This is an optimization exercise on Yosys and OpenROAD, whose aim is small area, a short achievable clock period and few clock cycles, not a production implementation. For this run, only the layout was checked, not whether the RTL still works. Power is estimated from default activity; no workload was simulated.

==> flow/design.v <==
package rfes_pkg;
  localparam logic [11:0] EPOCH_YEAR    = 12'd1970;
  localparam logic [11:0] BASE_YEAR     = 12'd2000;
  localparam logic [16:0] SECS_PER_DAY  = 17'd86400;
  localparam logic [16:0] SECS_PER_HOUR = 17'd3600;
  localparam logic [16:0] SECS_PER_MIN  = 17'd60;
  localparam logic [16:0] SECS_PER_SEC  = 17'd1;
  localparam logic [1:0] EPOCH_MOD4   = 2'd2;
  localparam logic [6:0] EPOCH_MOD100 = 7'd70;
  localparam logic [8:0] EPOCH_MOD400 = 9'd370;
  localparam logic CFG_BCD_MODE  = 1'b0;
  localparam logic CFG_TWELVE_HR = 1'b1;
  typedef struct packed {
    logic [7:0] raw_seconds;
    logic [7:0] raw_minutes;
    logic [7:0] raw_hours;
    logic [7:0] raw_monthday;
    logic [7:0] raw_month;
    logic [7:0] raw_year;
  } rfes_in_t;
  typedef struct packed {
    logic [31:0] epoch_seconds;
    logic        field_error;
  } rfes_out_t;
  typedef struct packed {
    logic [7:0] sec;
    logic [7:0] min;
    logic [7:0] hr;
    logic [7:0] day;
    logic [3:0] mon_idx;
    logic       mon_ok;
    logic [7:0] yr;
    logic       err;
  } rfes_dec_t;
  typedef enum logic [3:0] {
    ST_IDLE,
    ST_YEARS,
    ST_DAY,
    ST_MUL_DAY,
    ST_MUL_HR,
    ST_MUL_MIN,
    ST_MUL_SEC,
    ST_LAST,
    ST_OUT
  } rfes_state_t;
  typedef enum logic [3:0] {
    OP_NONE,
    OP_LOAD,
    OP_YEAR,
    OP_MONTH,
    OP_DAY,
    OP_MUL_DAY,
    OP_MUL_HR,
    OP_MUL_MIN,
    OP_MUL_SEC,
    OP_LAST
  } rfes_op_t;
  typedef struct packed {
    rfes_op_t op;
  } rfes_ctrl_t;
  typedef struct packed {
    logic year_done;
  } rfes_stat_t;
  function automatic logic [7:0] bcd_decode(input logic [7:0] b, input logic bcd);
    logic [7:0] hi;
    hi = {4'b0000, b[7:4]};
    if (bcd) begin
      bcd_decode = (hi << 3) + (hi << 1) + {4'b0000, b[3:0]};
    end else begin
      bcd_decode = b;
    end
  endfunction
  function automatic logic [8:0] days_before_month(input logic [3:0] idx);
    case (idx)
      4'd0:    days_before_month = 9'd0;
      4'd1:    days_before_month = 9'd31;
      4'd2:    days_before_month = 9'd59;
      4'd3:    days_before_month = 9'd90;
      4'd4:    days_before_month = 9'd120;
      4'd5:    days_before_month = 9'd151;
      4'd6:    days_before_month = 9'd181;
      4'd7:    days_before_month = 9'd212;
      4'd8:    days_before_month = 9'd243;
      4'd9:    days_before_month = 9'd273;
      4'd10:   days_before_month = 9'd304;
      4'd11:   days_before_month = 9'd334;
      default: days_before_month = 9'd0;
    endcase
  endfunction
  function automatic logic [4:0] month_length(input logic [3:0] idx);
    case (idx)
      4'd1:              month_length = 5'd28;
      4'd3, 4'd5, 4'd8,
      4'd10:             month_length = 5'd30;
      default:           month_length = 5'd31;
    endcase
  endfunction
  function automatic logic [15:0] month_offset(input logic [3:0] mon, input logic leap);
    case ({mon, leap})
      5'd2: month_offset = 16'd10957;
      5'd3: month_offset = 16'd10956;
      5'd4: month_offset = 16'd10988;
      5'd5: month_offset = 16'd10987;
      5'd6: month_offset = 16'd11016;
      5'd7: month_offset = 16'd11016;
      5'd8: month_offset = 16'd11047;
      5'd9: month_offset = 16'd11047;
      5'd10: month_offset = 16'd11077;
      5'd11: month_offset = 16'd11077;
      5'd12: month_offset = 16'd11108;
      5'd13: month_offset = 16'd11108;
      5'd14: month_offset = 16'd11138;
      5'd15: month_offset = 16'd11138;
      5'd16: month_offset = 16'd11169;
      5'd17: month_offset = 16'd11169;
      5'd18: month_offset = 16'd11200;
      5'd19: month_offset = 16'd11200;
      5'd20: month_offset = 16'd11230;
      5'd21: month_offset = 16'd11230;
      5'd22: month_offset = 16'd11261;
      5'd23: month_offset = 16'd11261;
      5'd24: month_offset = 16'd11291;
      5'd25: month_offset = 16'd11291;
      default: month_offset = 16'd0;
    endcase
  endfunction
  function automatic logic gt8(input logic [7:0] x, input logic [7:0] c);
    logic g;
    g = 1'b0;
    for (int i = 0; i < 8; i++) begin
      g = c[i] ? (x[i] & g) : (x[i] | g);
    end
    gt8 = g;
  endfunction
  function automatic logic bcd_gt59(input logic [7:0] b);
    bcd_gt59 = gt8({4'd0, b[7:4]}, 8'd5) || ((b[7:4] == 4'd5) && gt8({4'd0, b[3:0]}, 8'd9));
  endfunction
  function automatic logic bcd_gt23(input logic [7:0] b);
    bcd_gt23 = gt8({4'd0, b[7:4]}, 8'd2) || ((b[7:4] == 4'd2) && gt8({4'd0, b[3:0]}, 8'd3)) ||
               ((b[7:4] == 4'd1) && gt8({4'd0, b[3:0]}, 8'd13));
  endfunction
  function automatic logic bcd_gt99(input logic [7:0] b);
    bcd_gt99 = gt8({4'd0, b[7:4]}, 8'd9) || ((b[7:4] == 4'd9) && gt8({4'd0, b[3:0]}, 8'd9));
  endfunction
  function automatic logic bcd_bad_1_12(input logic [6:0] b);
    bcd_bad_1_12 = gt8({5'd0, b[6:4]}, 8'd1) || ((b[6:4] == 3'd1) && gt8({4'd0, b[3:0]}, 8'd2)) ||
                   ((b[6:4] == 3'd0) && ((b[3:0] == 4'd0) || gt8({4'd0, b[3:0]}, 8'd12)));
  endfunction
  function automatic logic day_gt(input logic [7:0] b, input logic bcd, input logic [3:0] ml);
    if (bcd) begin
      day_gt = gt8({4'd0, b[7:4]}, 8'd3) ||
               ((b[7:4] == 4'd3) && (ml[0] || ml[1] || (ml[2] && (b[3:0] != 4'd0)) ||
                                     (ml[3] && gt8({4'd0, b[3:0]}, 8'd1)))) ||
               ((b[7:4] == 4'd2) && ((ml[0] && gt8({4'd0, b[3:0]}, 8'd8)) ||
                                     (ml[1] && gt8({4'd0, b[3:0]}, 8'd9)) ||
                                     (ml[2] && gt8({4'd0, b[3:0]}, 8'd10)) ||
                                     (ml[3] && gt8({4'd0, b[3:0]}, 8'd11))));
    end else begin
      day_gt = gt8(b, 8'd31) || (ml[0] && gt8(b, 8'd28)) || (ml[1] && gt8(b, 8'd29)) ||
               (ml[2] && gt8(b, 8'd30));
    end
  endfunction
  function automatic logic [4:0] hour12(input logic [3:0] h, input logic pm);
    case ({pm, h})
      5'h01: hour12 = 5'd1;
      5'h02: hour12 = 5'd2;
      5'h03: hour12 = 5'd3;
      5'h04: hour12 = 5'd4;
      5'h05: hour12 = 5'd5;
      5'h06: hour12 = 5'd6;
      5'h07: hour12 = 5'd7;
      5'h08: hour12 = 5'd8;
      5'h09: hour12 = 5'd9;
      5'h0a: hour12 = 5'd10;
      5'h0b: hour12 = 5'd11;
      5'h11: hour12 = 5'd13;
      5'h12: hour12 = 5'd14;
      5'h13: hour12 = 5'd15;
      5'h14: hour12 = 5'd16;
      5'h15: hour12 = 5'd17;
      5'h16: hour12 = 5'd18;
      5'h17: hour12 = 5'd19;
      5'h18: hour12 = 5'd20;
      5'h19: hour12 = 5'd21;
      5'h1a: hour12 = 5'd22;
      5'h1b: hour12 = 5'd23;
      5'h1c: hour12 = 5'd12;
      default: hour12 = 5'd0;
    endcase
  endfunction
endpackage
module rtc_fields_to_epoch_seconds_unit (
  input  logic      clk,
  input  logic      rst,
  input  logic      start,
  output logic      busy,
  input  rfes_pkg::rfes_in_t  fields,
  output logic      done,
  output rfes_pkg::rfes_out_t result,
  input  logic      cfg_write,
  input  logic      cfg_index,
  input  logic      cfg_data
);
  logic        bcd_mode;
  logic        twelve_hour_mode;
  always_ff @(posedge clk) begin
    if (rst) begin
      bcd_mode         <= 1'b1;
      twelve_hour_mode <= 1'b0;
    end else if (cfg_write) begin
      case (cfg_index)
        rfes_pkg::CFG_BCD_MODE:  bcd_mode         <= cfg_data;
        rfes_pkg::CFG_TWELVE_HR: twelve_hour_mode <= cfg_data;
        default:       bcd_mode         <= bcd_mode;
      endcase
    end
  end
  assign busy = 1'b0;
  logic [5:0]  sec6;
  logic [5:0]  min6;
  logic [4:0]  hv5;
  logic [4:0]  day5;
  logic [6:0]  yr7;
  logic [3:0]  mon4;
  logic [3:0]  h4;
  logic [4:0]  hr5;
  logic        leap;
  logic [3:0]  ml;
  logic [1:0]  fields_r;
  logic        err_sec, err_min, err_hr, err_day, err_mon, err_yr, err_all;
  logic t0;
  logic t1;
  logic t2;
  logic t3;
  logic t4;
  logic t5;
  logic t6;
  logic t7;
  logic t8;
  logic t9;
  logic t10;
  logic t11;
  logic t12;
  logic t13;
  logic t14;
  logic t15;
  logic t16;
  logic t17;
  logic t18;
  logic t19;
  logic t20;
  logic t21;
  logic t22;
  logic t23;
  logic t24;
  logic t25;
  logic t26;
  logic t27;
  logic t28;
  logic t29;
  logic t30;
  logic t31;
  logic t32;
  logic t33;
  logic t34;
  logic t35;
  logic t36;
  logic t37;
  logic t38;
  logic t39;
  logic t40;
  logic t41;
  logic t42;
  logic t43;
  logic t44;
  logic t45;
  logic t46;
  logic t47;
  logic t48;
  logic t49;
  logic t50;
  logic t51;
  logic t52;
  logic t53;
  logic t54;
  logic t55;
  logic t56;
  logic t57;
  logic t58;
  logic t59;
  logic t60;
  logic t61;
  logic t62;
  logic t63;
  logic t64;
  logic t65;
  logic t66;
  logic t67;
  logic t68;
  logic t69;
  logic t70;
  logic t71;
  logic t72;
  logic t73;
  logic t74;
  logic t75;
  logic t76;
  logic t77;
  logic t78;
  logic t79;
  logic t80;
  logic t81;
  logic t82;
  logic t83;
  logic t84;
  logic t85;
  logic t86;
  logic t87;
  logic t88;
  logic t89;
  logic t90;
  logic t91;
  logic t92;
  logic t93;
  logic t94;
  logic t95;
  logic t96;
  logic t97;
  logic t98;
  logic t99;
  logic t100;
  logic t101;
  logic t102;
  logic t103;
  logic t104;
  logic t105;
  logic t106;
  logic t107;
  logic t108;
  logic t109;
  logic t110;
  logic t111;
  logic t112;
  logic t113;
  logic t114;
  logic t115;
  logic t116;
  logic t117;
  logic t118;
  logic t119;
  logic t120;
  logic t121;
  logic t122;
  logic t123;
  logic t124;
  logic t125;
  logic t126;
  logic t127;
  logic t128;
  logic t129;
  logic t130;
  logic t131;
  logic t132;
  logic t133;
  logic t134;
  logic t135;
  logic t136;
  logic t137;
  logic t138;
  logic t139;
  logic t140;
  logic t141;
  logic t142;
  logic t143;
  logic t144;
  logic t145;
  logic t146;
  logic t147;
  logic t148;
  logic t149;
  logic t150;
  logic t151;
  logic t152;
  logic t153;
  logic t154;
  logic t155;
  logic t156;
  logic t157;
  logic t158;
  logic t159;
  logic t160;
  assign t0 = bcd_mode & fields.raw_seconds[4];
  assign t1 = bcd_mode & fields.raw_seconds[5];
  assign t2 = bcd_mode ? fields.raw_seconds[6] : fields.raw_seconds[4];
  assign t3 = ~bcd_mode & fields.raw_seconds[5];
  assign t4 = ~bcd_mode & fields.raw_seconds[6];
  assign t5 = fields.raw_seconds[3] ^ fields.raw_seconds[4];
  assign t6 = fields.raw_seconds[3] & fields.raw_seconds[4];
  assign t7 = fields.raw_seconds[5] ^ t3;
  assign t8 = fields.raw_seconds[5] & t3;
  assign t9 = fields.raw_seconds[6] ^ t4;
  assign t10 = fields.raw_seconds[6] & t4;
  assign t11 = fields.raw_seconds[1] ^ t0;
  assign t12 = fields.raw_seconds[2] ^ t1;
  assign t13 = t2 ^ t5;
  assign t14 = t7 ^ t6;
  assign t15 = t9 ^ t8;
  assign t16 = fields.raw_seconds[1] & t0;
  assign t17 = fields.raw_seconds[2] & t1;
  assign t18 = t2 & t5;
  assign t19 = t7 & t6;
  assign t20 = t9 & t8;
  assign t21 = t17 | (t12 & t16);
  assign t22 = t12 & t11;
  assign t23 = t19 | (t14 & t18);
  assign t24 = t14 & t13;
  assign t25 = t18 | (t13 & t21);
  assign t26 = t13 & t22;
  assign t27 = t23 | (t24 & t21);
  assign t28 = t24 & t22;
  assign t29 = t20 | (t15 & t27);
  assign t30 = t12 ^ t16;
  assign t31 = t13 ^ t21;
  assign t32 = t14 ^ t25;
  assign t33 = t15 ^ t27;
  assign t34 = bcd_mode & fields.raw_minutes[4];
  assign t35 = bcd_mode & fields.raw_minutes[5];
  assign t36 = bcd_mode ? fields.raw_minutes[6] : fields.raw_minutes[4];
  assign t37 = ~bcd_mode & fields.raw_minutes[5];
  assign t38 = ~bcd_mode & fields.raw_minutes[6];
  assign t39 = fields.raw_minutes[3] ^ fields.raw_minutes[4];
  assign t40 = fields.raw_minutes[3] & fields.raw_minutes[4];
  assign t41 = fields.raw_minutes[5] ^ t37;
  assign t42 = fields.raw_minutes[5] & t37;
  assign t43 = fields.raw_minutes[6] ^ t38;
  assign t44 = fields.raw_minutes[6] & t38;
  assign t45 = fields.raw_minutes[1] ^ t34;
  assign t46 = fields.raw_minutes[2] ^ t35;
  assign t47 = t36 ^ t39;
  assign t48 = t41 ^ t40;
  assign t49 = t43 ^ t42;
  assign t50 = fields.raw_minutes[1] & t34;
  assign t51 = fields.raw_minutes[2] & t35;
  assign t52 = t36 & t39;
  assign t53 = t41 & t40;
  assign t54 = t43 & t42;
  assign t55 = t51 | (t46 & t50);
  assign t56 = t46 & t45;
  assign t57 = t53 | (t48 & t52);
  assign t58 = t48 & t47;
  assign t59 = t52 | (t47 & t55);
  assign t60 = t47 & t56;
  assign t61 = t57 | (t58 & t55);
  assign t62 = t58 & t56;
  assign t63 = t54 | (t49 & t61);
  assign t64 = t46 ^ t50;
  assign t65 = t47 ^ t55;
  assign t66 = t48 ^ t59;
  assign t67 = t49 ^ t61;
  assign t68 = bcd_mode & fields.raw_hours[4];
  assign t69 = bcd_mode & fields.raw_hours[5];
  assign t70 = ~bcd_mode & fields.raw_hours[4];
  assign t71 = ~bcd_mode & fields.raw_hours[5];
  assign t72 = fields.raw_hours[3] ^ fields.raw_hours[4];
  assign t73 = fields.raw_hours[3] & fields.raw_hours[4];
  assign t74 = fields.raw_hours[5] ^ t71;
  assign t75 = fields.raw_hours[5] & t71;
  assign t76 = fields.raw_hours[1] ^ t68;
  assign t77 = fields.raw_hours[2] ^ t69;
  assign t78 = t70 ^ t72;
  assign t79 = t74 ^ t73;
  assign t80 = fields.raw_hours[1] & t68;
  assign t81 = fields.raw_hours[2] & t69;
  assign t82 = t70 & t72;
  assign t83 = t74 & t73;
  assign t84 = t81 | (t77 & t80);
  assign t85 = t77 & t76;
  assign t86 = t83 | (t79 & t82);
  assign t87 = t82 | (t78 & t84);
  assign t88 = t78 & t85;
  assign t89 = t86 | (t79 & t84);
  assign t90 = t77 ^ t80;
  assign t91 = t78 ^ t84;
  assign t92 = t79 ^ t87;
  assign t93 = bcd_mode & fields.raw_monthday[4];
  assign t94 = bcd_mode & fields.raw_monthday[5];
  assign t95 = ~bcd_mode & fields.raw_monthday[4];
  assign t96 = ~bcd_mode & fields.raw_monthday[5];
  assign t97 = fields.raw_monthday[3] ^ fields.raw_monthday[4];
  assign t98 = fields.raw_monthday[3] & fields.raw_monthday[4];
  assign t99 = fields.raw_monthday[5] ^ t96;
  assign t100 = fields.raw_monthday[5] & t96;
  assign t101 = fields.raw_monthday[1] ^ t93;
  assign t102 = fields.raw_monthday[2] ^ t94;
  assign t103 = t95 ^ t97;
  assign t104 = t99 ^ t98;
  assign t105 = fields.raw_monthday[1] & t93;
  assign t106 = fields.raw_monthday[2] & t94;
  assign t107 = t95 & t97;
  assign t108 = t99 & t98;
  assign t109 = t106 | (t102 & t105);
  assign t110 = t102 & t101;
  assign t111 = t108 | (t104 & t107);
  assign t112 = t107 | (t103 & t109);
  assign t113 = t103 & t110;
  assign t114 = t111 | (t104 & t109);
  assign t115 = t102 ^ t105;
  assign t116 = t103 ^ t109;
  assign t117 = t104 ^ t112;
  assign t118 = bcd_mode & fields.raw_year[4];
  assign t119 = bcd_mode & fields.raw_year[5];
  assign t120 = bcd_mode ? fields.raw_year[6] : fields.raw_year[4];
  assign t121 = bcd_mode ? fields.raw_year[7] : fields.raw_year[5];
  assign t122 = ~bcd_mode & fields.raw_year[6];
  assign t123 = ~bcd_mode & fields.raw_year[7];
  assign t124 = fields.raw_year[3] ^ fields.raw_year[4];
  assign t125 = fields.raw_year[3] & fields.raw_year[4];
  assign t126 = fields.raw_year[5] ^ t121;
  assign t127 = fields.raw_year[5] & t121;
  assign t128 = fields.raw_year[6] ^ t122;
  assign t129 = fields.raw_year[6] & t122;
  assign t130 = fields.raw_year[7] ^ t123;
  assign t131 = fields.raw_year[7] & t123;
  assign t132 = fields.raw_year[1] ^ t118;
  assign t133 = fields.raw_year[2] ^ t119;
  assign t134 = t120 ^ t124;
  assign t135 = t126 ^ t125;
  assign t136 = t128 ^ t127;
  assign t137 = t130 ^ t129;
  assign t138 = fields.raw_year[1] & t118;
  assign t139 = fields.raw_year[2] & t119;
  assign t140 = t120 & t124;
  assign t141 = t126 & t125;
  assign t142 = t128 & t127;
  assign t143 = t130 & t129;
  assign t144 = t139 | (t133 & t138);
  assign t145 = t133 & t132;
  assign t146 = t141 | (t135 & t140);
  assign t147 = t135 & t134;
  assign t148 = t143 | (t137 & t142);
  assign t149 = t140 | (t134 & t144);
  assign t150 = t134 & t145;
  assign t151 = t146 | (t147 & t144);
  assign t152 = t147 & t145;
  assign t153 = t142 | (t136 & t151);
  assign t154 = t136 & t152;
  assign t155 = t148 | (t137 & t151);
  assign t156 = t133 ^ t138;
  assign t157 = t134 ^ t144;
  assign t158 = t135 ^ t149;
  assign t159 = t136 ^ t151;
  assign t160 = t137 ^ t153;
  assign sec6 = {t33, t32, t31, t30, t11, fields.raw_seconds[0]};
  assign min6 = {t67, t66, t65, t64, t45, fields.raw_minutes[0]};
  assign hv5 = {t92, t91, t90, t76, fields.raw_hours[0]};
  assign day5 = {t117, t116, t115, t101, fields.raw_monthday[0]};
  assign yr7 = {t160, t159, t158, t157, t156, t132, fields.raw_year[0]};
  always_comb begin
    err_sec = bcd_mode ? rfes_pkg::bcd_gt59(fields.raw_seconds) : rfes_pkg::gt8(fields.raw_seconds, 8'd59);
    err_min = bcd_mode ? rfes_pkg::bcd_gt59(fields.raw_minutes) : rfes_pkg::gt8(fields.raw_minutes, 8'd59);
    if (twelve_hour_mode) begin
      err_hr = bcd_mode ? rfes_pkg::bcd_bad_1_12(fields.raw_hours[6:0]) :
                          ((fields.raw_hours[6:0] == 7'd0) ||
                           rfes_pkg::gt8({1'b0, fields.raw_hours[6:0]}, 8'd12));
    end else begin
      err_hr = bcd_mode ? rfes_pkg::bcd_gt23(fields.raw_hours) : rfes_pkg::gt8(fields.raw_hours, 8'd23);
    end
    err_mon = bcd_mode ? (rfes_pkg::bcd_bad_1_12(fields.raw_month[6:0]) || fields.raw_month[7]) :
                         ((fields.raw_month == 8'd0) || rfes_pkg::gt8(fields.raw_month, 8'd12));
    err_yr  = bcd_mode ? rfes_pkg::bcd_gt99(fields.raw_year) : rfes_pkg::gt8(fields.raw_year, 8'd99);
  end
  always_comb begin
    if (bcd_mode && fields.raw_month[4]) begin
      mon4 = {1'b1, fields.raw_month[1], ~fields.raw_month[1], fields.raw_month[0]};
    end else begin
      mon4 = fields.raw_month[3:0];
    end
    if (bcd_mode && fields.raw_hours[4]) begin
      h4 = {1'b1, fields.raw_hours[1], ~fields.raw_hours[1], fields.raw_hours[0]};
    end else begin
      h4 = fields.raw_hours[3:0];
    end
    hr5 = twelve_hour_mode ? rfes_pkg::hour12(h4, fields.raw_hours[7]) : hv5;
    if (bcd_mode) begin
      leap = !fields.raw_year[0] && (fields.raw_year[1] == fields.raw_year[4]);
    end else begin
      leap = (fields.raw_year[1:0] == 2'b00);
    end
    ml[0] = (mon4 == 4'd2) && !leap;
    ml[1] = (mon4 == 4'd2) && leap;
    ml[2] = (mon4 == 4'd4) || (mon4 == 4'd6) || (mon4 == 4'd9) || (mon4 == 4'd11);
    ml[3] = !(ml[0] || ml[1] || ml[2]);
    err_day = (fields.raw_monthday == 8'd0) || rfes_pkg::day_gt(fields.raw_monthday, bcd_mode, ml);
    err_all = err_sec || err_min || err_hr || err_day || err_mon || err_yr;
    if (bcd_mode) begin
      fields_r = {fields.raw_year[1] ^ fields.raw_year[4], fields.raw_year[0]};
    end else begin
      fields_r = fields.raw_year[1:0];
    end
  end
  logic        v_q;
  logic        err_q;
  logic [4:0]  q_q;
  logic [1:0]  r_q;
  logic [3:0]  mon_q;
  logic [4:0]  day_q;
  logic [4:0]  hr_q;
  logic [5:0]  min_q;
  logic [5:0]  sec_q;
  always_ff @(posedge clk) begin
    if (rst) begin
      v_q <= 1'b0;
    end else begin
      v_q <= start;
    end
  end
  always_ff @(posedge clk) begin
    err_q <= err_all;
    q_q   <= yr7[6:2];
    r_q   <= fields_r;
    mon_q <= mon4;
    day_q <= day5;
    hr_q  <= hr5;
    min_q <= min6;
    sec_q <= sec6;
  end
  logic [31:0] epoch;
  logic [31:0] tab;
  logic        leap_q;
  assign leap_q = (r_q == 2'd0);
  always_comb begin
    case (mon_q)
      4'd1: tab = leap_q ? 32'd676164100 : 32'd676250500;
      4'd2: tab = leap_q ? 32'd678842500 : 32'd678928900;
      4'd3: tab = 32'd681348100;
      4'd4: tab = 32'd684026500;
      4'd5: tab = 32'd686618500;
      4'd6: tab = 32'd689296900;
      4'd7: tab = 32'd691888900;
      4'd8: tab = 32'd694567300;
      4'd9: tab = 32'd697245700;
      4'd10: tab = 32'd699837700;
      4'd11: tab = 32'd702516100;
      4'd12: tab = 32'd705108100;
      default: tab = 32'd0;
    endcase
  end
  logic t161;
  logic t162;
  logic t163;
  logic t164;
  logic t165;
  logic t166;
  logic t167;
  logic t168;
  logic t169;
  logic t170;
  logic t171;
  logic t172;
  logic t173;
  logic t174;
  logic t175;
  logic t176;
  logic t177;
  logic t178;
  logic t179;
  logic t180;
  logic t181;
  logic t182;
  logic t183;
  logic t184;
  logic t185;
  logic t186;
  logic t187;
  logic t188;
  logic t189;
  logic t190;
  logic t191;
  logic t192;
  logic t193;
  logic t194;
  logic t195;
  logic t196;
  logic t197;
  logic t198;
  logic t199;
  logic t200;
  logic t201;
  logic t202;
  logic t203;
  logic t204;
  logic t205;
  logic t206;
  logic t207;
  logic t208;
  logic t209;
  logic t210;
  logic t211;
  logic t212;
  logic t213;
  logic t214;
  logic t215;
  logic t216;
  logic t217;
  logic t218;
  logic t219;
  logic t220;
  logic t221;
  logic t222;
  logic t223;
  logic t224;
  logic t225;
  logic t226;
  logic t227;
  logic t228;
  logic t229;
  logic t230;
  logic t231;
  logic t232;
  logic t233;
  logic t234;
  logic t235;
  logic t236;
  logic t237;
  logic t238;
  logic t239;
  logic t240;
  logic t241;
  logic t242;
  logic t243;
  logic t244;
  logic t245;
  logic t246;
  logic t247;
  logic t248;
  logic t249;
  logic t250;
  logic t251;
  logic t252;
  logic t253;
  logic t254;
  logic t255;
  logic t256;
  logic t257;
  logic t258;
  logic t259;
  logic t260;
  logic t261;
  logic t262;
  logic t263;
  logic t264;
  logic t265;
  logic t266;
  logic t267;
  logic t268;
  logic t269;
  logic t270;
  logic t271;
  logic t272;
  logic t273;
  logic t274;
  logic t275;
  logic t276;
  logic t277;
  logic t278;
  logic t279;
  logic t280;
  logic t281;
  logic t282;
  logic t283;
  logic t284;
  logic t285;
  logic t286;
  logic t287;
  logic t288;
  logic t289;
  logic t290;
  logic t291;
  logic t292;
  logic t293;
  logic t294;
  logic t295;
  logic t296;
  logic t297;
  logic t298;
  logic t299;
  logic t300;
  logic t301;
  logic t302;
  logic t303;
  logic t304;
  logic t305;
  logic t306;
  logic t307;
  logic t308;
  logic t309;
  logic t310;
  logic t311;
  logic t312;
  logic t313;
  logic t314;
  logic t315;
  logic t316;
  logic t317;
  logic t318;
  logic t319;
  logic t320;
  logic t321;
  logic t322;
  logic t323;
  logic t324;
  logic t325;
  logic t326;
  logic t327;
  logic t328;
  logic t329;
  logic t330;
  logic t331;
  logic t332;
  logic t333;
  logic t334;
  logic t335;
  logic t336;
  logic t337;
  logic t338;
  logic t339;
  logic t340;
  logic t341;
  logic t342;
  logic t343;
  logic t344;
  logic t345;
  logic t346;
  logic t347;
  logic t348;
  logic t349;
  logic t350;
  logic t351;
  logic t352;
  logic t353;
  logic t354;
  logic t355;
  logic t356;
  logic t357;
  logic t358;
  logic t359;
  logic t360;
  logic t361;
  logic t362;
  logic t363;
  logic t364;
  logic t365;
  logic t366;
  logic t367;
  logic t368;
  logic t369;
  logic t370;
  logic t371;
  logic t372;
  logic t373;
  logic t374;
  logic t375;
  logic t376;
  logic t377;
  logic t378;
  logic t379;
  logic t380;
  logic t381;
  logic t382;
  logic t383;
  logic t384;
  logic t385;
  logic t386;
  logic t387;
  logic t388;
  logic t389;
  logic t390;
  logic t391;
  logic t392;
  logic t393;
  logic t394;
  logic t395;
  logic t396;
  logic t397;
  logic t398;
  logic t399;
  logic t400;
  assign t161 = ~q_q[0] ^ day_q[0];
  assign t162 = ~q_q[0] & day_q[0];
  assign t163 = ~q_q[1] ^ day_q[1] ^ day_q[0];
  assign t164 = (~q_q[1] & day_q[1]) | (day_q[0] & (~q_q[1] ^ day_q[1]));
  assign t165 = ~q_q[2] ^ day_q[2];
  assign t166 = ~q_q[2] & day_q[2];
  assign t167 = ~q_q[3] ^ day_q[3] ^ day_q[2];
  assign t168 = (~q_q[3] & day_q[3]) | (day_q[2] & (~q_q[3] ^ day_q[3]));
  assign t169 = ~q_q[4] ^ day_q[4] ^ day_q[3];
  assign t170 = (~q_q[4] & day_q[4]) | (day_q[3] & (~q_q[4] ^ day_q[4]));
  assign t171 = day_q[4] ^ day_q[0];
  assign t172 = day_q[4] & day_q[0];
  assign t173 = q_q[0] ^ day_q[1];
  assign t174 = q_q[0] & day_q[1];
  assign t175 = q_q[1] ^ day_q[2];
  assign t176 = q_q[1] & day_q[2];
  assign t177 = q_q[2] ^ day_q[3];
  assign t178 = q_q[2] & day_q[3];
  assign t179 = q_q[3] ^ day_q[4] ^ day_q[2];
  assign t180 = (q_q[3] & day_q[4]) | (day_q[2] & (q_q[3] ^ day_q[4]));
  assign t181 = q_q[4] ^ ~q_q[0];
  assign t182 = q_q[4] & ~q_q[0];
  assign t183 = hr_q[3] ^ ~min_q[5] ^ min_q[1];
  assign t184 = (hr_q[3] & ~min_q[5]) | (min_q[1] & (hr_q[3] ^ ~min_q[5]));
  assign t185 = hr_q[4] ^ min_q[2] ^ ~r_q[1];
  assign t186 = (hr_q[4] & min_q[2]) | (~r_q[1] & (hr_q[4] ^ min_q[2]));
  assign t187 = tab[8] ^ t162;
  assign t188 = tab[8] & t162;
  assign t189 = day_q[1] ^ ~hr_q[0] ^ min_q[3];
  assign t190 = (day_q[1] & ~hr_q[0]) | (min_q[3] & (day_q[1] ^ ~hr_q[0]));
  assign t191 = tab[9] ^ t165 ^ t164;
  assign t192 = (tab[9] & t165) | (t164 & (tab[9] ^ t165));
  assign t193 = ~hr_q[1] ^ min_q[4] ^ r_q[0];
  assign t194 = (~hr_q[1] & min_q[4]) | (r_q[0] & (~hr_q[1] ^ min_q[4]));
  assign t195 = tab[10] ^ t166 ^ t167;
  assign t196 = (tab[10] & t166) | (t167 & (tab[10] ^ t166));
  assign t197 = ~hr_q[2] ^ min_q[5] ^ r_q[1];
  assign t198 = (~hr_q[2] & min_q[5]) | (r_q[1] & (~hr_q[2] ^ min_q[5]));
  assign t199 = tab[11] ^ t169 ^ t168;
  assign t200 = (tab[11] & t169) | (t168 & (tab[11] ^ t169));
  assign t201 = ~hr_q[3] ^ hr_q[0] ^ ~r_q[0];
  assign t202 = (~hr_q[3] & hr_q[0]) | (~r_q[0] & (~hr_q[3] ^ hr_q[0]));
  assign t203 = tab[12] ^ t171 ^ t170;
  assign t204 = (tab[12] & t171) | (t170 & (tab[12] ^ t171));
  assign t205 = ~hr_q[4] ^ hr_q[1] ^ ~r_q[1];
  assign t206 = (~hr_q[4] & hr_q[1]) | (~r_q[1] & (~hr_q[4] ^ hr_q[1]));
  assign t207 = tab[13] ^ t173 ^ t172;
  assign t208 = (tab[13] & t173) | (t172 & (tab[13] ^ t173));
  assign t209 = day_q[0] ^ hr_q[2] ^ r_q[0];
  assign t210 = (day_q[0] & hr_q[2]) | (r_q[0] & (day_q[0] ^ hr_q[2]));
  assign t211 = tab[14] ^ t175 ^ t174;
  assign t212 = (tab[14] & t175) | (t174 & (tab[14] ^ t175));
  assign t213 = day_q[1] ^ hr_q[3] ^ r_q[1];
  assign t214 = (day_q[1] & hr_q[3]) | (r_q[1] & (day_q[1] ^ hr_q[3]));
  assign t215 = tab[15] ^ t177 ^ t176;
  assign t216 = (tab[15] & t177) | (t176 & (tab[15] ^ t177));
  assign t217 = day_q[0] ^ hr_q[4] ^ r_q[0];
  assign t218 = (day_q[0] & hr_q[4]) | (r_q[0] & (day_q[0] ^ hr_q[4]));
  assign t219 = tab[16] ^ t178 ^ t179;
  assign t220 = (tab[16] & t178) | (t179 & (tab[16] ^ t178));
  assign t221 = day_q[3] ^ day_q[1] ^ r_q[1];
  assign t222 = (day_q[3] & day_q[1]) | (r_q[1] & (day_q[3] ^ day_q[1]));
  assign t223 = tab[17] ^ t181 ^ t180;
  assign t224 = (tab[17] & t181) | (t180 & (tab[17] ^ t181));
  assign t225 = ~q_q[1] ^ day_q[4] ^ day_q[2];
  assign t226 = (~q_q[1] & day_q[4]) | (day_q[2] & (~q_q[1] ^ day_q[4]));
  assign t227 = 1'b1 ^ t182;
  assign t228 = 1'b1 & t182;
  assign t229 = ~q_q[2] ^ q_q[0] ^ day_q[3];
  assign t230 = (~q_q[2] & q_q[0]) | (day_q[3] & (~q_q[2] ^ q_q[0]));
  assign t231 = ~q_q[3] ^ q_q[1];
  assign t232 = ~q_q[3] & q_q[1];
  assign t233 = ~q_q[4] ^ q_q[2];
  assign t234 = ~q_q[4] & q_q[2];
  assign t235 = ~r_q[0] ^ tab[7];
  assign t236 = ~r_q[0] & tab[7];
  assign t237 = t163 ^ t185 ^ t184;
  assign t238 = (t163 & t185) | (t184 & (t163 ^ t185));
  assign t239 = t189 ^ t186 ^ t188;
  assign t240 = (t189 & t186) | (t188 & (t189 ^ t186));
  assign t241 = t193 ^ t190 ^ t195;
  assign t242 = (t193 & t190) | (t195 & (t193 ^ t190));
  assign t243 = t197 ^ t194 ^ t199;
  assign t244 = (t197 & t194) | (t199 & (t197 ^ t194));
  assign t245 = t201 ^ t198 ^ t203;
  assign t246 = (t201 & t198) | (t203 & (t201 ^ t198));
  assign t247 = t205 ^ t202 ^ t207;
  assign t248 = (t205 & t202) | (t207 & (t205 ^ t202));
  assign t249 = t209 ^ t206 ^ t211;
  assign t250 = (t209 & t206) | (t211 & (t209 ^ t206));
  assign t251 = t213 ^ t210 ^ t215;
  assign t252 = (t213 & t210) | (t215 & (t213 ^ t210));
  assign t253 = t217 ^ t214 ^ t216;
  assign t254 = (t217 & t214) | (t216 & (t217 ^ t214));
  assign t255 = t221 ^ t218 ^ t223;
  assign t256 = (t221 & t218) | (t223 & (t221 ^ t218));
  assign t257 = t225 ^ t222 ^ t227;
  assign t258 = (t225 & t222) | (t227 & (t225 ^ t222));
  assign t259 = tab[19] ^ t229 ^ t226;
  assign t260 = (tab[19] & t229) | (t226 & (tab[19] ^ t229));
  assign t261 = day_q[4] ^ tab[20] ^ t231;
  assign t262 = (day_q[4] & tab[20]) | (t231 & (day_q[4] ^ tab[20]));
  assign t263 = ~r_q[0] ^ tab[21] ^ t233;
  assign t264 = (~r_q[0] & tab[21]) | (t233 & (~r_q[0] ^ tab[21]));
  assign t265 = q_q[3] ^ ~r_q[1] ^ tab[22];
  assign t266 = (q_q[3] & ~r_q[1]) | (tab[22] & (q_q[3] ^ ~r_q[1]));
  assign t267 = q_q[4] ^ ~q_q[0];
  assign t268 = q_q[4] & ~q_q[0];
  assign t269 = ~min_q[0] ^ sec_q[2];
  assign t270 = ~min_q[0] & sec_q[2];
  assign t271 = ~min_q[1] ^ sec_q[3];
  assign t272 = ~min_q[1] & sec_q[3];
  assign t273 = hr_q[0] ^ ~min_q[2] ^ sec_q[4];
  assign t274 = (hr_q[0] & ~min_q[2]) | (sec_q[4] & (hr_q[0] ^ ~min_q[2]));
  assign t275 = hr_q[1] ^ ~min_q[3] ^ sec_q[5];
  assign t276 = (hr_q[1] & ~min_q[3]) | (sec_q[5] & (hr_q[1] ^ ~min_q[3]));
  assign t277 = hr_q[2] ^ ~min_q[4] ^ min_q[0];
  assign t278 = (hr_q[2] & ~min_q[4]) | (min_q[0] & (hr_q[2] ^ ~min_q[4]));
  assign t279 = t161 ^ t235 ^ t183;
  assign t280 = (t161 & t235) | (t183 & (t161 ^ t235));
  assign t281 = t236 ^ t187 ^ t237;
  assign t282 = (t236 & t187) | (t237 & (t236 ^ t187));
  assign t283 = t191 ^ t238 ^ t239;
  assign t284 = (t191 & t238) | (t239 & (t191 ^ t238));
  assign t285 = t192 ^ t240 ^ t241;
  assign t286 = (t192 & t240) | (t241 & (t192 ^ t240));
  assign t287 = t196 ^ t243 ^ t242;
  assign t288 = (t196 & t243) | (t242 & (t196 ^ t243));
  assign t289 = t200 ^ t245 ^ t244;
  assign t290 = (t200 & t245) | (t244 & (t200 ^ t245));
  assign t291 = t204 ^ t247 ^ t246;
  assign t292 = (t204 & t247) | (t246 & (t204 ^ t247));
  assign t293 = t208 ^ t249 ^ t248;
  assign t294 = (t208 & t249) | (t248 & (t208 ^ t249));
  assign t295 = t212 ^ t251 ^ t250;
  assign t296 = (t212 & t251) | (t250 & (t212 ^ t251));
  assign t297 = t219 ^ t253 ^ t252;
  assign t298 = (t219 & t253) | (t252 & (t219 ^ t253));
  assign t299 = t220 ^ t254 ^ t255;
  assign t300 = (t220 & t254) | (t255 & (t220 ^ t254));
  assign t301 = t224 ^ t257 ^ t256;
  assign t302 = (t224 & t257) | (t256 & (t224 ^ t257));
  assign t303 = t228 ^ t259 ^ t258;
  assign t304 = (t228 & t259) | (t258 & (t228 ^ t259));
  assign t305 = t230 ^ t261 ^ t260;
  assign t306 = (t230 & t261) | (t260 & (t230 ^ t261));
  assign t307 = t232 ^ t263 ^ t262;
  assign t308 = (t232 & t263) | (t262 & (t232 ^ t263));
  assign t309 = t234 ^ t265 ^ t264;
  assign t310 = (t234 & t265) | (t264 & (t234 ^ t265));
  assign t311 = tab[23] ^ t267 ^ t266;
  assign t312 = (tab[23] & t267) | (t266 & (tab[23] ^ t267));
  assign t313 = ~q_q[1] ^ tab[24] ^ t268;
  assign t314 = (~q_q[1] & tab[24]) | (t268 & (~q_q[1] ^ tab[24]));
  assign t315 = ~q_q[2] ^ r_q[0] ^ tab[25];
  assign t316 = (~q_q[2] & r_q[0]) | (tab[25] & (~q_q[2] ^ r_q[0]));
  assign t317 = ~q_q[3] ^ r_q[1];
  assign t318 = ~q_q[3] & r_q[1];
  assign t319 = ~q_q[4] ^ q_q[0] ^ 1'b1;
  assign t320 = (~q_q[4] & q_q[0]) | (1'b1 & (~q_q[4] ^ q_q[0]));
  assign t321 = 1'b1 ^ t269;
  assign t322 = t271 ^ t270;
  assign t323 = t273 ^ t272;
  assign t324 = t275 ^ t274;
  assign t325 = t277 ^ t276;
  assign t326 = t279 ^ t278;
  assign t327 = t281 ^ t280;
  assign t328 = t283 ^ t282;
  assign t329 = t285 ^ t284;
  assign t330 = t287 ^ t286;
  assign t331 = t289 ^ t288;
  assign t332 = t291 ^ t290;
  assign t333 = 1'b0 ^ 1'b0;
  assign t334 = 1'b1 & t269;
  assign t335 = t271 & t270;
  assign t336 = t273 & t272;
  assign t337 = t275 & t274;
  assign t338 = t277 & t276;
  assign t339 = t279 & t278;
  assign t340 = t281 & t280;
  assign t341 = t283 & t282;
  assign t342 = t285 & t284;
  assign t343 = t287 & t286;
  assign t344 = t289 & t288;
  assign t345 = t291 & t290;
  assign t346 = 1'b0 & 1'b0;
  assign t347 = t335 | (t322 & t334);
  assign t348 = t322 & t321;
  assign t349 = t337 | (t324 & t336);
  assign t350 = t324 & t323;
  assign t351 = t339 | (t326 & t338);
  assign t352 = t326 & t325;
  assign t353 = t341 | (t328 & t340);
  assign t354 = t328 & t327;
  assign t355 = t343 | (t330 & t342);
  assign t356 = t330 & t329;
  assign t357 = t345 | (t332 & t344);
  assign t358 = t332 & t331;
  assign t359 = t336 | (t323 & t347);
  assign t360 = t323 & t348;
  assign t361 = t349 | (t350 & t347);
  assign t362 = t350 & t348;
  assign t363 = t340 | (t327 & t351);
  assign t364 = t327 & t352;
  assign t365 = t353 | (t354 & t351);
  assign t366 = t354 & t352;
  assign t367 = t344 | (t331 & t355);
  assign t368 = t331 & t356;
  assign t369 = t357 | (t358 & t355);
  assign t370 = t358 & t356;
  assign t371 = t338 | (t325 & t361);
  assign t372 = t325 & t362;
  assign t373 = t351 | (t352 & t361);
  assign t374 = t352 & t362;
  assign t375 = t363 | (t364 & t361);
  assign t376 = t364 & t362;
  assign t377 = t365 | (t366 & t361);
  assign t378 = t366 & t362;
  assign t379 = t346 | (t333 & t369);
  assign t380 = t342 | (t329 & t377);
  assign t381 = t329 & t378;
  assign t382 = t355 | (t356 & t377);
  assign t383 = t356 & t378;
  assign t384 = t367 | (t368 & t377);
  assign t385 = t368 & t378;
  assign t386 = t369 | (t370 & t377);
  assign t387 = t370 & t378;
  assign t388 = t379 | (t333 & t377);
  assign t389 = t322 ^ t334;
  assign t390 = t323 ^ t347;
  assign t391 = t324 ^ t359;
  assign t392 = t325 ^ t361;
  assign t393 = t326 ^ t371;
  assign t394 = t327 ^ t373;
  assign t395 = t328 ^ t375;
  assign t396 = t329 ^ t377;
  assign t397 = t330 ^ t380;
  assign t398 = t331 ^ t382;
  assign t399 = t332 ^ t384;
  assign t400 = t333 ^ t386;
  logic        v2_q;
  logic        err2_q;
  logic        lo_q_0;
  logic        lo_q_1;
  logic        lo_q_2;
  logic        lo_q_3;
  logic        lo_q_4;
  logic        lo_q_5;
  logic        lo_q_6;
  logic        lo_q_7;
  logic        lo_q_8;
  logic        lo_q_9;
  logic        lo_q_10;
  logic        lo_q_11;
  logic        lo_q_12;
  logic        lo_q_13;
  logic        cy_q;
  logic        cs0_q_14;
  logic        cs1_q_14;
  logic        cs0_q_15;
  logic        cs1_q_15;
  logic        cs0_q_16;
  logic        cs1_q_16;
  logic        cs0_q_17;
  logic        cs1_q_17;
  logic        cs0_q_18;
  logic        cs1_q_18;
  logic        cs0_q_19;
  logic        cs1_q_19;
  logic        cs0_q_20;
  logic        cs1_q_20;
  logic        cs0_q_21;
  logic        cs1_q_21;
  logic        cs0_q_22;
  logic        cs1_q_22;
  logic        cs0_q_23;
  logic        cs1_q_23;
  logic        cs0_q_24;
  logic        cs1_q_24;
  logic        cs0_q_25;
  logic        cs1_q_25;
  logic        cs0_q_26;
  logic        cs1_q_26;
  logic        cs0_q_27;
  logic        cs1_q_27;
  logic        cs0_q_28;
  logic        cs1_q_28;
  logic        cs0_q_29;
  logic        cs1_q_29;
  logic        cs0_q_30;
  logic        cs0_q_31;
  always_ff @(posedge clk) begin
    if (rst) begin
      v2_q <= 1'b0;
    end else begin
      v2_q <= v_q;
    end
  end
  always_ff @(posedge clk) begin
    err2_q <= err_q;
    lo_q_0 <= sec_q[0];
    lo_q_1 <= sec_q[1];
    lo_q_2 <= t321;
    lo_q_3 <= t389;
    lo_q_4 <= t390;
    lo_q_5 <= t391;
    lo_q_6 <= t392;
    lo_q_7 <= t393;
    lo_q_8 <= t394;
    lo_q_9 <= t395;
    lo_q_10 <= t396;
    lo_q_11 <= t397;
    lo_q_12 <= t398;
    lo_q_13 <= t399;
    cy_q <= t400;
    cs0_q_14 <= t293;
    cs1_q_14 <= t292;
    cs0_q_15 <= t295;
    cs1_q_15 <= t294;
    cs0_q_16 <= t297;
    cs1_q_16 <= t296;
    cs0_q_17 <= t299;
    cs1_q_17 <= t298;
    cs0_q_18 <= t301;
    cs1_q_18 <= t300;
    cs0_q_19 <= t303;
    cs1_q_19 <= t302;
    cs0_q_20 <= t305;
    cs1_q_20 <= t304;
    cs0_q_21 <= t307;
    cs1_q_21 <= t306;
    cs0_q_22 <= t309;
    cs1_q_22 <= t308;
    cs0_q_23 <= t311;
    cs1_q_23 <= t310;
    cs0_q_24 <= t313;
    cs1_q_24 <= t312;
    cs0_q_25 <= t315;
    cs1_q_25 <= t314;
    cs0_q_26 <= t317;
    cs1_q_26 <= t316;
    cs0_q_27 <= t319;
    cs1_q_27 <= t318;
    cs0_q_28 <= q_q[1];
    cs1_q_28 <= t320;
    cs0_q_29 <= q_q[2];
    cs1_q_29 <= 1'b1;
    cs0_q_30 <= q_q[3];
    cs0_q_31 <= q_q[4];
  end
  logic t401;
  logic t402;
  logic t403;
  logic t404;
  logic t405;
  logic t406;
  logic t407;
  logic t408;
  logic t409;
  logic t410;
  logic t411;
  logic t412;
  logic t413;
  logic t414;
  logic t415;
  logic t416;
  logic t417;
  logic t418;
  logic t419;
  logic t420;
  logic t421;
  logic t422;
  logic t423;
  logic t424;
  logic t425;
  logic t426;
  logic t427;
  logic t428;
  logic t429;
  logic t430;
  logic t431;
  logic t432;
  logic t433;
  logic t434;
  logic t435;
  logic t436;
  logic t437;
  logic t438;
  logic t439;
  logic t440;
  logic t441;
  logic t442;
  logic t443;
  logic t444;
  logic t445;
  logic t446;
  logic t447;
  logic t448;
  logic t449;
  logic t450;
  logic t451;
  logic t452;
  logic t453;
  logic t454;
  logic t455;
  logic t456;
  logic t457;
  logic t458;
  logic t459;
  logic t460;
  logic t461;
  logic t462;
  logic t463;
  logic t464;
  logic t465;
  logic t466;
  logic t467;
  logic t468;
  logic t469;
  logic t470;
  logic t471;
  logic t472;
  logic t473;
  logic t474;
  logic t475;
  logic t476;
  logic t477;
  logic t478;
  logic t479;
  logic t480;
  logic t481;
  logic t482;
  logic t483;
  logic t484;
  logic t485;
  logic t486;
  logic t487;
  logic t488;
  logic t489;
  logic t490;
  logic t491;
  logic t492;
  logic t493;
  logic t494;
  logic t495;
  logic t496;
  logic t497;
  logic t498;
  logic t499;
  logic t500;
  logic t501;
  logic t502;
  logic t503;
  logic t504;
  logic t505;
  logic t506;
  logic t507;
  logic t508;
  logic t509;
  logic t510;
  logic t511;
  logic t512;
  logic t513;
  logic t514;
  logic t515;
  logic t516;
  logic t517;
  logic t518;
  logic t519;
  logic t520;
  logic t521;
  logic t522;
  logic t523;
  logic t524;
  logic t525;
  logic t526;
  logic t527;
  logic t528;
  assign t401 = cy_q ^ cy_q;
  assign t402 = cs0_q_14 ^ cs1_q_14;
  assign t403 = cs0_q_15 ^ cs1_q_15;
  assign t404 = cs0_q_16 ^ cs1_q_16;
  assign t405 = cs0_q_17 ^ cs1_q_17;
  assign t406 = cs0_q_18 ^ cs1_q_18;
  assign t407 = cs0_q_19 ^ cs1_q_19;
  assign t408 = cs0_q_20 ^ cs1_q_20;
  assign t409 = cs0_q_21 ^ cs1_q_21;
  assign t410 = cs0_q_22 ^ cs1_q_22;
  assign t411 = cs0_q_23 ^ cs1_q_23;
  assign t412 = cs0_q_24 ^ cs1_q_24;
  assign t413 = cs0_q_25 ^ cs1_q_25;
  assign t414 = cs0_q_26 ^ cs1_q_26;
  assign t415 = cs0_q_27 ^ cs1_q_27;
  assign t416 = cs0_q_28 ^ cs1_q_28;
  assign t417 = cs0_q_29 ^ cs1_q_29;
  assign t418 = cs0_q_30 ^ 1'b0;
  assign t419 = cs0_q_31 ^ 1'b0;
  assign t420 = cy_q & cy_q;
  assign t421 = cs0_q_14 & cs1_q_14;
  assign t422 = cs0_q_15 & cs1_q_15;
  assign t423 = cs0_q_16 & cs1_q_16;
  assign t424 = cs0_q_17 & cs1_q_17;
  assign t425 = cs0_q_18 & cs1_q_18;
  assign t426 = cs0_q_19 & cs1_q_19;
  assign t427 = cs0_q_20 & cs1_q_20;
  assign t428 = cs0_q_21 & cs1_q_21;
  assign t429 = cs0_q_22 & cs1_q_22;
  assign t430 = cs0_q_23 & cs1_q_23;
  assign t431 = cs0_q_24 & cs1_q_24;
  assign t432 = cs0_q_25 & cs1_q_25;
  assign t433 = cs0_q_26 & cs1_q_26;
  assign t434 = cs0_q_27 & cs1_q_27;
  assign t435 = cs0_q_28 & cs1_q_28;
  assign t436 = cs0_q_29 & cs1_q_29;
  assign t437 = cs0_q_30 & 1'b0;
  assign t438 = cs0_q_31 & 1'b0;
  assign t439 = t421 | (t402 & t420);
  assign t440 = t402 & t401;
  assign t441 = t423 | (t404 & t422);
  assign t442 = t404 & t403;
  assign t443 = t425 | (t406 & t424);
  assign t444 = t406 & t405;
  assign t445 = t427 | (t408 & t426);
  assign t446 = t408 & t407;
  assign t447 = t429 | (t410 & t428);
  assign t448 = t410 & t409;
  assign t449 = t431 | (t412 & t430);
  assign t450 = t412 & t411;
  assign t451 = t433 | (t414 & t432);
  assign t452 = t414 & t413;
  assign t453 = t435 | (t416 & t434);
  assign t454 = t416 & t415;
  assign t455 = t437 | (t418 & t436);
  assign t456 = t418 & t417;
  assign t457 = t422 | (t403 & t439);
  assign t458 = t403 & t440;
  assign t459 = t441 | (t442 & t439);
  assign t460 = t442 & t440;
  assign t461 = t426 | (t407 & t443);
  assign t462 = t407 & t444;
  assign t463 = t445 | (t446 & t443);
  assign t464 = t446 & t444;
  assign t465 = t430 | (t411 & t447);
  assign t466 = t411 & t448;
  assign t467 = t449 | (t450 & t447);
  assign t468 = t450 & t448;
  assign t469 = t434 | (t415 & t451);
  assign t470 = t415 & t452;
  assign t471 = t453 | (t454 & t451);
  assign t472 = t454 & t452;
  assign t473 = t438 | (t419 & t455);
  assign t474 = t424 | (t405 & t459);
  assign t475 = t405 & t460;
  assign t476 = t443 | (t444 & t459);
  assign t477 = t444 & t460;
  assign t478 = t461 | (t462 & t459);
  assign t479 = t462 & t460;
  assign t480 = t463 | (t464 & t459);
  assign t481 = t464 & t460;
  assign t482 = t432 | (t413 & t467);
  assign t483 = t413 & t468;
  assign t484 = t451 | (t452 & t467);
  assign t485 = t452 & t468;
  assign t486 = t469 | (t470 & t467);
  assign t487 = t470 & t468;
  assign t488 = t471 | (t472 & t467);
  assign t489 = t472 & t468;
  assign t490 = t428 | (t409 & t480);
  assign t491 = t409 & t481;
  assign t492 = t447 | (t448 & t480);
  assign t493 = t448 & t481;
  assign t494 = t465 | (t466 & t480);
  assign t495 = t466 & t481;
  assign t496 = t467 | (t468 & t480);
  assign t497 = t468 & t481;
  assign t498 = t482 | (t483 & t480);
  assign t499 = t483 & t481;
  assign t500 = t484 | (t485 & t480);
  assign t501 = t485 & t481;
  assign t502 = t486 | (t487 & t480);
  assign t503 = t487 & t481;
  assign t504 = t488 | (t489 & t480);
  assign t505 = t489 & t481;
  assign t506 = t436 | (t417 & t504);
  assign t507 = t417 & t505;
  assign t508 = t455 | (t456 & t504);
  assign t509 = t456 & t505;
  assign t510 = t473 | (t419 & t504);
  assign t511 = t402 ^ t420;
  assign t512 = t403 ^ t439;
  assign t513 = t404 ^ t457;
  assign t514 = t405 ^ t459;
  assign t515 = t406 ^ t474;
  assign t516 = t407 ^ t476;
  assign t517 = t408 ^ t478;
  assign t518 = t409 ^ t480;
  assign t519 = t410 ^ t490;
  assign t520 = t411 ^ t492;
  assign t521 = t412 ^ t494;
  assign t522 = t413 ^ t496;
  assign t523 = t414 ^ t498;
  assign t524 = t415 ^ t500;
  assign t525 = t416 ^ t502;
  assign t526 = t417 ^ t504;
  assign t527 = t418 ^ t506;
  assign t528 = t419 ^ t508;
  assign epoch = {t528, t527, t526, t525, t524, t523, t522, t521, t520, t519, t518, t517, t516, t515, t514, t513, t512, t511, lo_q_13, lo_q_12, lo_q_11, lo_q_10, lo_q_9, lo_q_8, lo_q_7, lo_q_6, lo_q_5, lo_q_4, lo_q_3, lo_q_2, lo_q_1, lo_q_0};
  assign done   = v2_q;
  assign result = {epoch, err2_q};
endmodule
==> flow/flow/run.sh <==
#!/bin/bash
# Standard layout, with the port buffers made of the smallest buffer cell and
# Yosys's generic fine-grained ABC pass skipped, so that the adders written as
# gates reach full-adder extraction as written.
set -euo pipefail
bash standard.sh SYNTH_ARGS=-noabc BUFFER_PORTS_ARGS="-buffer_cell sky130_fd_sc_hd__buf_1" finish > standard_flow.log 2>&1
==> flow/standard.sh <==
#!/bin/bash
# synth_recipe.tcl (not shown) runs the flow's synth.tcl, then flattens the netlist and writes it again
# the make line also repeats each setting of config.mk as NAME=value (left out here)
make -C /OpenROAD-flow-scripts/flow DESIGN_CONFIG=/design/flow/config.mk WORK_HOME=/design/flow/orfs CLKGATE_MAP_FILE= SYNTH_SCRIPT=/design/flow/synth_recipe.tcl "${@:-finish}"
==> flow/config.mk <==
export PLATFORM = sky130hd
export DESIGN_NAME = rtc_fields_to_epoch_seconds_unit
export DESIGN_NICKNAME = rtc_fields_to_epoch_seconds_unit
export VERILOG_FILES = /design/flow/design.v
export SDC_FILE = /design/flow/constraint.sdc
export NUM_CORES = 4
export LEC_CHECK = 0
export CAP_MARGIN = 20
export CORE_MARGIN = 2
export CORE_UTILIZATION = 40
export CTS_BUF_LIST = sky130_fd_sc_hd__clkbuf_8
export SETUP_SLACK_MARGIN = 3.5
export SLEW_MARGIN = 20
==> flow/constraint.sdc <==
create_clock -name core_clock -period 8.0 [get_ports {clk}]
set_input_delay 1.6000 -clock core_clock [delete_from_list [all_inputs] [get_ports {clk}]]
set_output_delay 1.6000 -clock core_clock [all_outputs]
set_load 0.01 [all_outputs]
==> results.txt <==
=====================================================================================
Area of all sequential standard cells ..................................     1750 µm²
Comb pwr share .........................................................        67.9%
Nets@finish ............................................................          908
Filler cell count in the final layout ..................................        1,594
All-layer global routing usage .........................................        16.8%
Most common cell in the netlist ........................................ sky130_fd_sc_hd__dfxtp_1
Post-route antenna net violation count .................................            0
Most area-hungry cell type in the Yosys netlist ........................ sky130_fd_sc_hd__dfxtp_1
Async set or reset register ratio after synthesis ......................           0%
DRC Markers ............................................................            0
Std-Cell Core Area .....................................................   16,400 µm²
Number of antenna violations at the first check in global routing ......            0
Data arrival time of the critical path .................................      2.77 ns
Part of the total power dissipated in the clock network ................         9.1%
Post-detailed-routing wire length ......................................    14,100 µm
Endpoint of the lowest-slack register-to-register path ................. lo_q_13$_DFF_P_
Number of pins exceeding their max-slew limit in the final report ......            0
Standard cell area after detailed placement ............................     6940 µm²
RSZ-0062 raised after global routing ...................................         true
Crit Path Category ..................................................... flop to primary output
Detailed-router iteration count before antenna repair ..................            4
Overall die area .......................................................   17,700 µm²
Via count of the first global-routing pass .............................        4,790
Vert. Die Dim ..........................................................       133 µm
Clock-pin slew of the registers on the worst-case setup and hold paths .      0.09 ns
Vias ...................................................................        4,614
Summed instance area of the synthesized netlist ........................     6640 µm²
Period Utilization, post-route .........................................        54.6%
Endpoint class of the critical path .................................... primary output
Critical path peak fanout ..............................................            3
Number of top-level pins ...............................................           89
Worst Reg2Reg Path Length in Cells .....................................           13
Clock sink total .......................................................           87
TritonCTS clock tree ...................................................          yes
Design area ............................................................     7140 µm²
CTS H-tree depth .......................................................            3
Final setup TNS ........................................................         0 ns
Multi-input logic area .................................................     4290 µm²
Max Clock Freq .........................................................    0.229 GHz
Hold wc startpoint ..................................................... sec_q[1]$_DFF_P_
Buffers from clock root to sink, at most ...............................            2
Run status ............................................................. finished clean
Post-route minimum period ..............................................      4.37 ns
Routed len/inst ........................................................      15.1 µm
Hold/Removal Path Class ................................................ flop to flop
Post-Synthesis Cells ...................................................          660
Max_slew headroom ......................................................        41.7%
Final-report hold violation count ......................................            0
Total leakage power ....................................................      3.21 nW
Post-synthesis area per instance .......................................     10.1 µm²
Synth Register Bits ....................................................           87
Crit path required time ................................................      6.40 ns
Net count after synthesis ..............................................          856
Unique masters post-synth ..............................................           60
Starting density of the core ...........................................        40.5%
Crit Reg-Reg Startpoint ................................................ mon_q[1]$_DFF_P_
IR Drop Worst-Case VDD .................................................     0.327 mV
Area growth from synthesis to final layout .............................        7.52%
Number of port buffers .................................................           87
Final clock skew .......................................................    0.0145 ns
Die Span X .............................................................       133 µm
Utilization of the core after routing ..................................        43.5%
Row Count ..............................................................           47
Final Setup Violations .................................................            0
Dominant register cell in the synthesized netlist ...................... sky130_fd_sc_hd__dfxtp_1
Cell Count, Final, Fillers Out .........................................          937
P_sw ...................................................................    0.00141 W
Hold buffer count at CTS ...............................................            0
Cts bufs inserted ......................................................            9
Via density per instance ...............................................         4.92
Maximum number of pins on one net before global-route repair ...........           31
Hold endpoint .......................................................... lo_q_1$_DFF_P_
Hold Path Cell Cnt .....................................................            0
Top cell types by occurrence after synthesis ........................... sky130_fd_sc_hd__dfxtp_1 (87), sky130_fd_sc_hd__fa_1 (82), sky130_fd_sc_hd__inv_1 (82), sky130_fd_sc_hd__ha_1 (60), sky130_fd_sc_hd__nor2_1 (44)
CTS root buffer ........................................................ sky130_fd_sc_hd__clkbuf_8
Fraction of layout instances using a drive strength above 1 ............        5.86%
Part of the Yosys area used for sequential elements ....................        26.2%
Fraction of power spent switching nets .................................        45.5%
Number of warnings reported in the yosys synthesis log .................            1
CP startpoint kind .....................................................         flop
Worst Max-Slew Pin Slew ................................................     0.873 ns
Power Total ............................................................    0.00311 W
Congestion Overflow GR .................................................            0
Detail Placement HPWL ..................................................    11,900 µm
Sequential cell fraction of total power ................................        23.0%
Antenna cells ..........................................................            0
Max cap viols ..........................................................            0
Number of flops mapped to enable cells by yosys ........................            0
Internal cell power ....................................................    0.00170 W
Final estimated routing congestion in global placement .................        0.880
Top area cells in the synthesized netlist .............................. sky130_fd_sc_hd__dfxtp_1 (26%), sky130_fd_sc_hd__fa_1 (25%), sky130_fd_sc_hd__ha_1 (11%), sky130_fd_sc_hd__inv_1 (4.6%), sky130_fd_sc_hd__buf_4 (3.8%)
R2r setup slk ..........................................................      3.85 ns
Number of placed instances, taps included ..............................          919
Post-synth top area share ..............................................        26.2%
DRT iter0 DRCs .........................................................          186
Total power per unit cell area .........................................   436 nW/µm²
Wire length of the first global-routing pass ...........................    23,400 µm
Skew-Pair Late Insertion Delay .........................................      0.38 ns
=====================================================================================
## power groups by stage
stage                     clock network [W]  registers, W  logic [W]
after floorplan                           0      0.000686    0.00184
final                              0.000282      0.000716    0.00211
after global routing               0.000314      0.000736    0.00244
after global placement                    0      0.000727    0.00204
after detailed placement                  0      0.000730    0.00213
after CTS                          0.000294      0.000720    0.00215
## metrics by stage
step,hold slack (ns),setup WS [ns]
final,0.340,3.63
after global routing,0.349,3.48
after CTS,0.343,3.48
after detailed placement,0.320,3.66
after global placement,0.312,3.73
after floorplan,0.310,4.06
## state kept, by name (all words and copies together), names as in the netlist, 2 cells and up
| register | cells |
|---|---|
| min_q | 6 |
| sec_q | 6 |
| day_q | 5 |
| hr_q | 5 |
| q_q | 5 |
| mon_q | 4 |
| r_q | 2 |
## worst max path at each step
stage | from | endpoint | slack (ns) | depth (start not counted)
after floorplan | cy_q$_DFF_P_ | result[31] | 4.06 | 10
after global placement | mon_q[1]$_DFF_P_ | lo_q_13$_DFF_P_ | 3.73 | 13
after detailed placement | mon_q[1]$_DFF_P_ | lo_q_13$_DFF_P_ | 3.66 | 13
after CTS | cy_q$_DFF_P_ | result[31] | 3.48 | 10
after global routing | cy_q$_DFF_P_ | result[31] | 3.48 | 10
final | cy_q$_DFF_P_ | result[31] | 3.63 | 10
## layout make-up
class,instances,share of cell area (%)
Clock inverter,7,0.736
Sequential cell,87,24.4
Timing Repair Buffer,89,4.85
Tap cell,220,3.85
Inverter,82,4.31
Multi-Input combinational cell,443,60.1
Clock buffer,9,1.73
## layout by cell type, fill, tap and decap left out, types with 5 or more instances in the layout
| master | n |
|---|---|
| sky130_fd_sc_hd__dfxtp_1 | 84 |
| sky130_fd_sc_hd__buf_1 | 83 |
| sky130_fd_sc_hd__inv_1 | 82 |
| sky130_fd_sc_hd__fa_1 | 81 |
| sky130_fd_sc_hd__ha_1 | 60 |
| sky130_fd_sc_hd__nor2_1 | 43 |
| sky130_fd_sc_hd__a21oi_1 | 32 |
| sky130_fd_sc_hd__o21ai_0 | 29 |
| sky130_fd_sc_hd__nand2_1 | 27 |
| sky130_fd_sc_hd__xnor2_1 | 16 |
| sky130_fd_sc_hd__nor2b_1 | 14 |
| sky130_fd_sc_hd__xor2_1 | 14 |
| sky130_fd_sc_hd__a21o_1 | 12 |
| sky130_fd_sc_hd__nor3_1 | 10 |
| sky130_fd_sc_hd__nand3_1 | 9 |
| sky130_fd_sc_hd__clkbuf_8 | 9 |
| sky130_fd_sc_hd__o21a_1 | 8 |
| sky130_fd_sc_hd__and2_1 | 6 |
| sky130_fd_sc_hd__o211ai_1 | 6 |
| sky130_fd_sc_hd__nand2b_1 | 5 |
| sky130_fd_sc_hd__a21boi_0 | 5 |
## routing by layer
metal / global-route usage (%) / vias up / part of all wire (%) / routed length (µm)
li1: - / 2262 / - / -
met1: 21.9 / 2225 / 47 / 6620
met2: 28.0 / 107 / 47 / 6700
met3: 3.10 / 20 / 3.9 / 554
met4: 6.09 / 0 / 1.9 / 265
met5: 0 / - / 0 / 0
## critical path: stages (launching register included)
cell and delay, ns:
sky130_fd_sc_hd__dfxtp_2 0.33, sky130_fd_sc_hd__fa_2 0.40, sky130_fd_sc_hd__a211o_1 0.32, sky130_fd_sc_hd__a2111oi_4 0.40
sky130_fd_sc_hd__o21a_4 0.20, sky130_fd_sc_hd__nor4b_2 0.06, sky130_fd_sc_hd__o21a_1 0.20, sky130_fd_sc_hd__nor2_1 0.08
sky130_fd_sc_hd__ha_1 0.16, sky130_fd_sc_hd__xnor2_1 0.10, sky130_fd_sc_hd__buf_2 0.14
## logic make-up (layout without fill, tap and decap cells)
group | after synthesis | count (layout) | synth area share [%]
mux | 6 | 6 | 0.980
other cells | 1 | 1 | 0.0565
simple gates | 134 | 134 | 9.89
flops | 87 | 87 | 26.2
xor+xnor | 30 | 30 | 3.96
buf+inv | 130 | 187 | 9.27
fa+ha+maj | 142 | 142 | 36.0
compound gates | 130 | 130 | 13.6
## what timing repair did
| action | CTS | global route |
|---|---|---|
| cloned | 0 | 0 |
| resized for setup | 5 | 4 |
| pin swaps | 4 | 4 |
| setup buffers | 1 | 1 |
| endpoints found under the setup margin | 4 | 5 |

## port drivers added, routing unchanged
Ports are ideal in the flow. The routed layout listed here was re-timed in OpenROAD.
Step 1, drivers: a clkbuf_16 drives clk and a buf_2 each remaining input, both assumed.
Step 2 adds t to the input delays and takes it off the output delays; t is the mean of the earliest and latest rising clock arrival at the registers after step 1. Input paths then give back, and output paths get back, about the clock's delay inside the block.
Slacks: ideal ports / drivers / drivers and shift; pairs: ideal ports / drivers.
t (ns): 0.407
slack for setup (ns): 3.634 / 3.601 / 3.847
worst setup path at the end: register to register
worst slew at a driven data input, ns: 0.04
pins driven straight from the clock port: 1
After both steps this run still meets setup and hold. The setup slack of this run moves by -0.033 ns with the drivers and by +0.213 ns with both steps.
